Background: an optimization exercise with open tools, aiming at small area, a short achievable clock period and few clock cycles per item. Do not read the settings as production practice.
RTL that was checked went through simulation tests only; none was proved equivalent to the original.

==> v25 <==
==> flow/design.v (excerpt) <==
module systolic_array_os #(
  parameter  int N      = 4,
  parameter  int DATA_W = 8,
  parameter  int ACC_W  = 24,
  parameter  int MAX_K  = 64,
  localparam int KW     = $clog2(MAX_K + 1),
  localparam int IW     = (N > 1) ? $clog2(N) : 1
) (
  input  logic                clk,
  input  logic                reset_n,
  input  logic                start,
  input  logic [KW-1:0]       k_len,
  input  logic                in_valid,
  output logic                in_ready,
  input  logic [N*DATA_W-1:0] a_vec,
  input  logic [N*DATA_W-1:0] b_vec,
  output logic                out_valid,
  input  logic                out_ready,
  output logic [IW-1:0]       out_idx,
  output logic [N*ACC_W-1:0]  out_row,
  output logic                busy,
  output logic                done
);
export LEC_CHECK = 0
export CAP_MARGIN = 20
export CORE_MARGIN = 2
export CORE_UTILIZATION = 40
export SLEW_MARGIN = 20
export SYNTH_HIERARCHICAL = 1
create_clock -name core_clock -period 9.0 [get_ports {clk}]
standard.sh (not shown) runs the stock make flow with config.mk's settings and CLKGATE_MAP_FILE= SYNTH_SCRIPT=/design/flow/synth_recipe.tcl, a recipe that flattens the netlist after the stock synthesis.
==> flow/flow/run.sh <==
#!/bin/bash
# Standard layout, with timing repair aiming past the design's clock period.
set -euo pipefail
cp standard.sh standard_copy.log
bash standard.sh SETUP_SLACK_MARGIN=5.7 finish > standard.log 2>&1
==> inputs of v20, as changes to v25 <==
--- a/flow/design.v
+++ b/flow/design.v
@@ -28,11 +28,11 @@
   localparam logic [B-1:0]  MASK1 = B'('b111111111111111);
   localparam logic [SW-1:0] BOOTH_C = 22'h3fab00;
   logic          busy_q, ir_q, wait_q, ld_q, ov_q, clr_q, done_q;
   logic [KW-1:0] kr_q;
   logic [IW-1:0] row_q;
-  logic [N-1:0]  sel_q;
+  logic [N-1:0]  sel_q [N];
   logic          start_acc, accept, take, last_beat, last_row, load;
   assign start_acc = start && !busy_q;
   assign accept    = in_valid && ir_q;
   assign take      = ov_q && out_ready;
   assign last_beat = kr_q == KW'(1);
@@ -52,11 +52,11 @@
       ov_q   <= 1'b0;
       clr_q  <= 1'b0;
       done_q <= 1'b0;
       kr_q   <= '0;
       row_q  <= '0;
-      sel_q  <= '0;
+      for (int j = 0; j < N; j++) sel_q[j] <= '0;
     end else begin
       clr_q  <= start_acc;
       done_q <= take && last_row;
       wait_q <= (start_acc && k_len == '0) || (accept && last_beat);
       ld_q   <= wait_q;
@@ -72,12 +72,13 @@
         end
       end
       if (ld_q) ov_q <= 1'b1;
       else if (take && last_row) ov_q <= 1'b0;
       if (take) row_q <= row_q + IW'(1);
-      if (start_acc) sel_q <= 1;
-      else if (load) sel_q <= {sel_q[N-2:0], sel_q[N-1]};
+      for (int j = 0; j < N; j++)
+        if (start_acc) sel_q[j] <= N'(1) << j;
+        else if (load) sel_q[j] <= {sel_q[j][N-2:0], sel_q[j][N-1]};
     end
   end
   logic [DATA_W-1:0]   a_q  [N];
   logic [DATA_W/2-1:0] b1_q [N];
   logic [DATA_W/2-1:0] b2_q [N];
@@ -129,14 +130,14 @@
       rs0[j] = '0;
       rs1[j] = '0;
       ru[j]  = '0;
       rc[j]  = '0;
       for (int r = 0; r < N; r++) begin
-        rs0[j] = rs0[j] | (acc0[r][j] & MASK0 & {B{sel_q[r]}});
-        rs1[j] = rs1[j] | (acc1[r][j] & MASK1 & {B{sel_q[r]}});
-        ru[j]  = ru[j] | (accu[r][j] & {(SW-B){sel_q[r]}});
-        rc[j]  = rc[j] | (cq[r][j] & {NCQ{sel_q[r]}});
+        rs0[j] = rs0[j] | (acc0[r][j] & MASK0 & {B{sel_q[j][(r+j)%N]}});
+        rs1[j] = rs1[j] | (acc1[r][j] & MASK1 & {B{sel_q[j][(r+j)%N]}});
+        ru[j]  = ru[j] | (accu[r][j] & {(SW-B){sel_q[j][(r+j)%N]}});
+        rc[j]  = rc[j] | (cq[r][j] & {NCQ{sel_q[j][(r+j)%N]}});
       end
     end
   end
   for (genvar j = 0; j < N; j++) begin : g_cpa
     logic [SW-1:0] x, y, p, g;
@@ -214,43 +215,38 @@
     wire g41 = g19 | (p19 & g38);
     wire g42 = g20 | (p20 & g38);
     wire g43 = g29 | (p29 & g38);
     wire g44 = g30 | (p30 & g38);
     assign res[j][0] = p[0];
-    sa_xor u_x1 (.a(p[1]), .b(g[0]), .y(res[j][1]));
-    sa_xor u_x2 (.a(p[2]), .b(g0), .y(res[j][2]));
-    sa_xor u_x3 (.a(p[3]), .b(g11), .y(res[j][3]));
-    sa_xor u_x4 (.a(p[4]), .b(g12), .y(res[j][4]));
-    sa_xor u_x5 (.a(p[5]), .b(g21), .y(res[j][5]));
-    sa_xor u_x6 (.a(p[6]), .b(g22), .y(res[j][6]));
-    sa_xor u_x7 (.a(p[7]), .b(g23), .y(res[j][7]));
-    sa_xor u_x8 (.a(p[8]), .b(g24), .y(res[j][8]));
-    sa_xor u_x9 (.a(p[9]), .b(g31), .y(res[j][9]));
-    sa_xor u_x10 (.a(p[10]), .b(g32), .y(res[j][10]));
-    sa_xor u_x11 (.a(p[11]), .b(g33), .y(res[j][11]));
-    sa_xor u_x12 (.a(p[12]), .b(g34), .y(res[j][12]));
-    sa_xor u_x13 (.a(p[13]), .b(g35), .y(res[j][13]));
-    sa_xor u_x14 (.a(p[14]), .b(g36), .y(res[j][14]));
-    sa_xor u_x15 (.a(p[15]), .b(g37), .y(res[j][15]));
-    sa_xor u_x16 (.a(p[16]), .b(g38), .y(res[j][16]));
-    sa_xor u_x17 (.a(p[17]), .b(g39), .y(res[j][17]));
-    sa_xor u_x18 (.a(p[18]), .b(g40), .y(res[j][18]));
-    sa_xor u_x19 (.a(p[19]), .b(g41), .y(res[j][19]));
-    sa_xor u_x20 (.a(p[20]), .b(g42), .y(res[j][20]));
-    sa_xor u_x21 (.a(p[21]), .b(g43), .y(res[j][21]));
-  end
-  logic [SW-1:0] out_d [N];
-  for (genvar j = 0; j < N; j++) begin : g_outq
-    for (genvar c = 0; c < SW; c++) begin : g_bit
-      sa_mux u_m (.a(out_q[j][c]), .b(res[j][c]), .s(load), .y(out_d[j][c]));
-    end
+    assign res[j][1] = p[1] ^ g[0];
+    assign res[j][2] = p[2] ^ g0;
+    assign res[j][3] = p[3] ^ g11;
+    assign res[j][4] = p[4] ^ g12;
+    assign res[j][5] = p[5] ^ g21;
+    assign res[j][6] = p[6] ^ g22;
+    assign res[j][7] = p[7] ^ g23;
+    assign res[j][8] = p[8] ^ g24;
+    assign res[j][9] = p[9] ^ g31;
+    assign res[j][10] = p[10] ^ g32;
+    assign res[j][11] = p[11] ^ g33;
+    assign res[j][12] = p[12] ^ g34;
+    assign res[j][13] = p[13] ^ g35;
+    assign res[j][14] = p[14] ^ g36;
+    assign res[j][15] = p[15] ^ g37;
+    assign res[j][16] = p[16] ^ g38;
+    assign res[j][17] = p[17] ^ g39;
+    assign res[j][18] = p[18] ^ g40;
+    assign res[j][19] = p[19] ^ g41;
+    assign res[j][20] = p[20] ^ g42;
+    assign res[j][21] = p[21] ^ g43;
   end
   always_ff @(posedge clk) begin
-    for (int j = 0; j < N; j++) out_q[j] <= out_d[j];
+    for (int j = 0; j < N; j++)
+      if (load) out_q[j] <= res[j];
   end
   always_comb begin
-    for (int j = 0; j < N; j++) out_row[j*ACC_W +: ACC_W] = ACC_W'($signed(out_q[j]));
+    for (int j = 0; j < N; j++) out_row[j*ACC_W +: ACC_W] = {{(ACC_W-SW){out_q[j][SW-1]}}, out_q[j]};
   end
   wire m00_w0 = (b1_q[0][0] & a_q[0][0]) ^ bn_q[0][0];
   wire m00_w1 = ((b1_q[0][0] & a_q[0][1]) | (b2_q[0][0] & a_q[0][0])) ^ bn_q[0][0];
   wire m00_w2 = ((b1_q[0][0] & a_q[0][2]) | (b2_q[0][0] & a_q[0][1])) ^ bn_q[0][0];
   wire m00_w3 = ((b1_q[0][0] & a_q[0][3]) | (b2_q[0][0] & a_q[0][2])) ^ bn_q[0][0];
@@ -3041,11 +3037,5 @@
 endmodule
 module sa_ha (input logic a, b, output logic s, co);
   assign s  = a ^ b;
   assign co = a & b;
 endmodule
-module sa_xor (input logic a, b, output logic y);
-  assign y = a ^ b;
-endmodule
-module sa_mux (input logic a, b, s, output logic y);
-  assign y = s ? b : a;
-endmodule
==> flow/flow/run.sh (replaced) <==
#!/bin/bash
set -euo pipefail
bash standard.sh SETUP_SLACK_MARGIN=6.0 TNS_END_PERCENT=0 "BUFFER_PORTS_ARGS=-buffer_cell sky130_fd_sc_hd__buf_4" finish > standard.log 2>&1
==> inputs of v10, as changes to v25 <==
--- a/flow/design.v
+++ b/flow/design.v
@@ -28,11 +28,11 @@
   localparam logic [B-1:0]  MASK1 = B'('b111111111111111);
   localparam logic [SW-1:0] BOOTH_C = 22'h3fab00;
   logic          busy_q, ir_q, wait_q, ld_q, ov_q, clr_q, done_q;
   logic [KW-1:0] kr_q;
   logic [IW-1:0] row_q;
-  logic [N-1:0]  sel_q;
+  logic [N-1:0]  sel_q [N];
   logic          start_acc, accept, take, last_beat, last_row, load;
   assign start_acc = start && !busy_q;
   assign accept    = in_valid && ir_q;
   assign take      = ov_q && out_ready;
   assign last_beat = kr_q == KW'(1);
@@ -52,11 +52,11 @@
       ov_q   <= 1'b0;
       clr_q  <= 1'b0;
       done_q <= 1'b0;
       kr_q   <= '0;
       row_q  <= '0;
-      sel_q  <= '0;
+      for (int j = 0; j < N; j++) sel_q[j] <= '0;
     end else begin
       clr_q  <= start_acc;
       done_q <= take && last_row;
       wait_q <= (start_acc && k_len == '0) || (accept && last_beat);
       ld_q   <= wait_q;
@@ -72,12 +72,13 @@
         end
       end
       if (ld_q) ov_q <= 1'b1;
       else if (take && last_row) ov_q <= 1'b0;
       if (take) row_q <= row_q + IW'(1);
-      if (start_acc) sel_q <= 1;
-      else if (load) sel_q <= {sel_q[N-2:0], sel_q[N-1]};
+      for (int j = 0; j < N; j++)
+        if (start_acc) sel_q[j] <= N'(1) << j;
+        else if (load) sel_q[j] <= {sel_q[j][N-2:0], sel_q[j][N-1]};
     end
   end
   logic [DATA_W-1:0]   a_q  [N];
   logic [DATA_W/2-1:0] b1_q [N];
   logic [DATA_W/2-1:0] b2_q [N];
@@ -129,14 +130,14 @@
       rs0[j] = '0;
       rs1[j] = '0;
       ru[j]  = '0;
       rc[j]  = '0;
       for (int r = 0; r < N; r++) begin
-        rs0[j] = rs0[j] | (acc0[r][j] & MASK0 & {B{sel_q[r]}});
-        rs1[j] = rs1[j] | (acc1[r][j] & MASK1 & {B{sel_q[r]}});
-        ru[j]  = ru[j] | (accu[r][j] & {(SW-B){sel_q[r]}});
-        rc[j]  = rc[j] | (cq[r][j] & {NCQ{sel_q[r]}});
+        rs0[j] = rs0[j] | (acc0[r][j] & MASK0 & {B{sel_q[j][(r+j)%N]}});
+        rs1[j] = rs1[j] | (acc1[r][j] & MASK1 & {B{sel_q[j][(r+j)%N]}});
+        ru[j]  = ru[j] | (accu[r][j] & {(SW-B){sel_q[j][(r+j)%N]}});
+        rc[j]  = rc[j] | (cq[r][j] & {NCQ{sel_q[j][(r+j)%N]}});
       end
     end
   end
   for (genvar j = 0; j < N; j++) begin : g_cpa
     logic [SW-1:0] x, y, p, g;
@@ -214,43 +215,38 @@
     wire g41 = g19 | (p19 & g38);
     wire g42 = g20 | (p20 & g38);
     wire g43 = g29 | (p29 & g38);
     wire g44 = g30 | (p30 & g38);
     assign res[j][0] = p[0];
-    sa_xor u_x1 (.a(p[1]), .b(g[0]), .y(res[j][1]));
-    sa_xor u_x2 (.a(p[2]), .b(g0), .y(res[j][2]));
-    sa_xor u_x3 (.a(p[3]), .b(g11), .y(res[j][3]));
-    sa_xor u_x4 (.a(p[4]), .b(g12), .y(res[j][4]));
-    sa_xor u_x5 (.a(p[5]), .b(g21), .y(res[j][5]));
-    sa_xor u_x6 (.a(p[6]), .b(g22), .y(res[j][6]));
-    sa_xor u_x7 (.a(p[7]), .b(g23), .y(res[j][7]));
-    sa_xor u_x8 (.a(p[8]), .b(g24), .y(res[j][8]));
-    sa_xor u_x9 (.a(p[9]), .b(g31), .y(res[j][9]));
-    sa_xor u_x10 (.a(p[10]), .b(g32), .y(res[j][10]));
-    sa_xor u_x11 (.a(p[11]), .b(g33), .y(res[j][11]));
-    sa_xor u_x12 (.a(p[12]), .b(g34), .y(res[j][12]));
-    sa_xor u_x13 (.a(p[13]), .b(g35), .y(res[j][13]));
-    sa_xor u_x14 (.a(p[14]), .b(g36), .y(res[j][14]));
-    sa_xor u_x15 (.a(p[15]), .b(g37), .y(res[j][15]));
-    sa_xor u_x16 (.a(p[16]), .b(g38), .y(res[j][16]));
-    sa_xor u_x17 (.a(p[17]), .b(g39), .y(res[j][17]));
-    sa_xor u_x18 (.a(p[18]), .b(g40), .y(res[j][18]));
-    sa_xor u_x19 (.a(p[19]), .b(g41), .y(res[j][19]));
-    sa_xor u_x20 (.a(p[20]), .b(g42), .y(res[j][20]));
-    sa_xor u_x21 (.a(p[21]), .b(g43), .y(res[j][21]));
-  end
-  logic [SW-1:0] out_d [N];
-  for (genvar j = 0; j < N; j++) begin : g_outq
-    for (genvar c = 0; c < SW; c++) begin : g_bit
-      sa_mux u_m (.a(out_q[j][c]), .b(res[j][c]), .s(load), .y(out_d[j][c]));
-    end
+    assign res[j][1] = p[1] ^ g[0];
+    assign res[j][2] = p[2] ^ g0;
+    assign res[j][3] = p[3] ^ g11;
+    assign res[j][4] = p[4] ^ g12;
+    assign res[j][5] = p[5] ^ g21;
+    assign res[j][6] = p[6] ^ g22;
+    assign res[j][7] = p[7] ^ g23;
+    assign res[j][8] = p[8] ^ g24;
+    assign res[j][9] = p[9] ^ g31;
+    assign res[j][10] = p[10] ^ g32;
+    assign res[j][11] = p[11] ^ g33;
+    assign res[j][12] = p[12] ^ g34;
+    assign res[j][13] = p[13] ^ g35;
+    assign res[j][14] = p[14] ^ g36;
+    assign res[j][15] = p[15] ^ g37;
+    assign res[j][16] = p[16] ^ g38;
+    assign res[j][17] = p[17] ^ g39;
+    assign res[j][18] = p[18] ^ g40;
+    assign res[j][19] = p[19] ^ g41;
+    assign res[j][20] = p[20] ^ g42;
+    assign res[j][21] = p[21] ^ g43;
   end
   always_ff @(posedge clk) begin
-    for (int j = 0; j < N; j++) out_q[j] <= out_d[j];
+    for (int j = 0; j < N; j++)
+      if (load) out_q[j] <= res[j];
   end
   always_comb begin
-    for (int j = 0; j < N; j++) out_row[j*ACC_W +: ACC_W] = ACC_W'($signed(out_q[j]));
+    for (int j = 0; j < N; j++) out_row[j*ACC_W +: ACC_W] = {{(ACC_W-SW){out_q[j][SW-1]}}, out_q[j]};
   end
   wire m00_w0 = (b1_q[0][0] & a_q[0][0]) ^ bn_q[0][0];
   wire m00_w1 = ((b1_q[0][0] & a_q[0][1]) | (b2_q[0][0] & a_q[0][0])) ^ bn_q[0][0];
   wire m00_w2 = ((b1_q[0][0] & a_q[0][2]) | (b2_q[0][0] & a_q[0][1])) ^ bn_q[0][0];
   wire m00_w3 = ((b1_q[0][0] & a_q[0][3]) | (b2_q[0][0] & a_q[0][2])) ^ bn_q[0][0];
@@ -3041,11 +3037,5 @@
 endmodule
 module sa_ha (input logic a, b, output logic s, co);
   assign s  = a ^ b;
   assign co = a & b;
 endmodule
-module sa_xor (input logic a, b, output logic y);
-  assign y = a ^ b;
-endmodule
-module sa_mux (input logic a, b, s, output logic y);
-  assign y = s ? b : a;
-endmodule
==> flow/flow/run.sh (replaced) <==
#!/bin/bash
set -euo pipefail
bash standard.sh SETUP_SLACK_MARGIN=6.0 "BUFFER_PORTS_ARGS=-buffer_cell sky130_fd_sc_hd__buf_4" finish > standard.log 2>&1
==> inputs of v17, as changes to v25 <==
==> flow/flow/run.sh (replaced) <==
#!/bin/bash
# Standard layout, with timing repair aiming past the design's clock period.
set -euo pipefail
cp standard.sh standard_copy.log
bash standard.sh SETUP_SLACK_MARGIN=6 finish > standard.log 2>&1
==> results.yml <==
sta:
  setup_slack_ps: 5680
critical_path:
  cp_slowest_cell: "dfrtp_4"
clock_network:
  cts-buffers-inserted: 100
final_layout:
  buffers: 316
  diodes: 3
  regArea_um2: 16400
run_status:
  status: "finished clean"
floorplan:
  initial_core_util_pct: 40.3
global_route:
  grt_pass1_vias: 45042
route:
  wl_met2_um: 83600
# the run above: v25

==> results.yml <==
global_route:
  grt_pass1_vias: 45724
run_status:
  status: "finished clean"
final_layout:
  buffers: 394
  diodes: 6
  regArea_um2: 16700
clock_network:
  cts-buffers-inserted: 100
route:
  wl_met2_um: 86000
floorplan:
  initial_core_util_pct: 40.3
# the run above: v17

==> results.yml <==
run_status:
  status: "finished clean"
floorplan:
  initial_core_util_pct: 40.3
route:
  maxUsedRoutingLayer: "met5"
final_layout:
  regArea_um2: 17700
  diodes: 1
  buffers: 424
sta:
  setup_slack_ps: 5760
clock_network:
  cts-buffers-inserted: 100
critical_path:
  cp_slowest_cell: "edfxtp_1"
# the run above: v10

==> results.yml <==
floorplan:
  initial_core_util_pct: 40.3
clock_network:
  cts-buffers-inserted: 101
critical_path:
  cp_slowest_cell: "edfxtp_1"
run_status:
  status: "finished clean"
route:
  wl_met2_um: 83200
final_layout:
  regArea_um2: 17600
  buffers: 314
sta:
  setup_slack_ps: 5770
# the run above: v20

Testbench counts of v20, summed over its fixed seeds: cycles 15,559, jobs 384.
Testbench counts of v10, summed over its fixed seeds: cycles 15,559, jobs 384.
For v25 and v17, only the layout was checked, not whether the RTL still works.

-- afterwards: timing with drivers on the ports --
Ports are ideal in the flow. The routed layouts listed here were re-timed in OpenROAD. Step 1: set_driving_cell puts a clkbuf_16 on clk and a buf_2 on each other input, an assumption about the parent block. Step 2, shift: input delay + t, output delay - t, t = (earliest + latest rising clock arrival at the registers) / 2. This alone moves slack from input paths to output paths. Three values: ideal, step 1, step 2; two values: the first two.
run	t (ns)	setup slack, ns	worst setup path after step 2
v25	0.788	5.685 / 5.676 / 5.050	input to register
v20	0.799	5.767 / 5.680 / 5.204	input to register
v10	0.796	5.758 / 5.672 / 5.384	input to register
v17	0.786	5.671 / 5.671 / 5.272	input to register
After both steps setup and hold are still met in every run listed. For v25, which loses most, drivers alone change the setup slack by -0.009 ns; drivers and shift together by -0.635 ns.
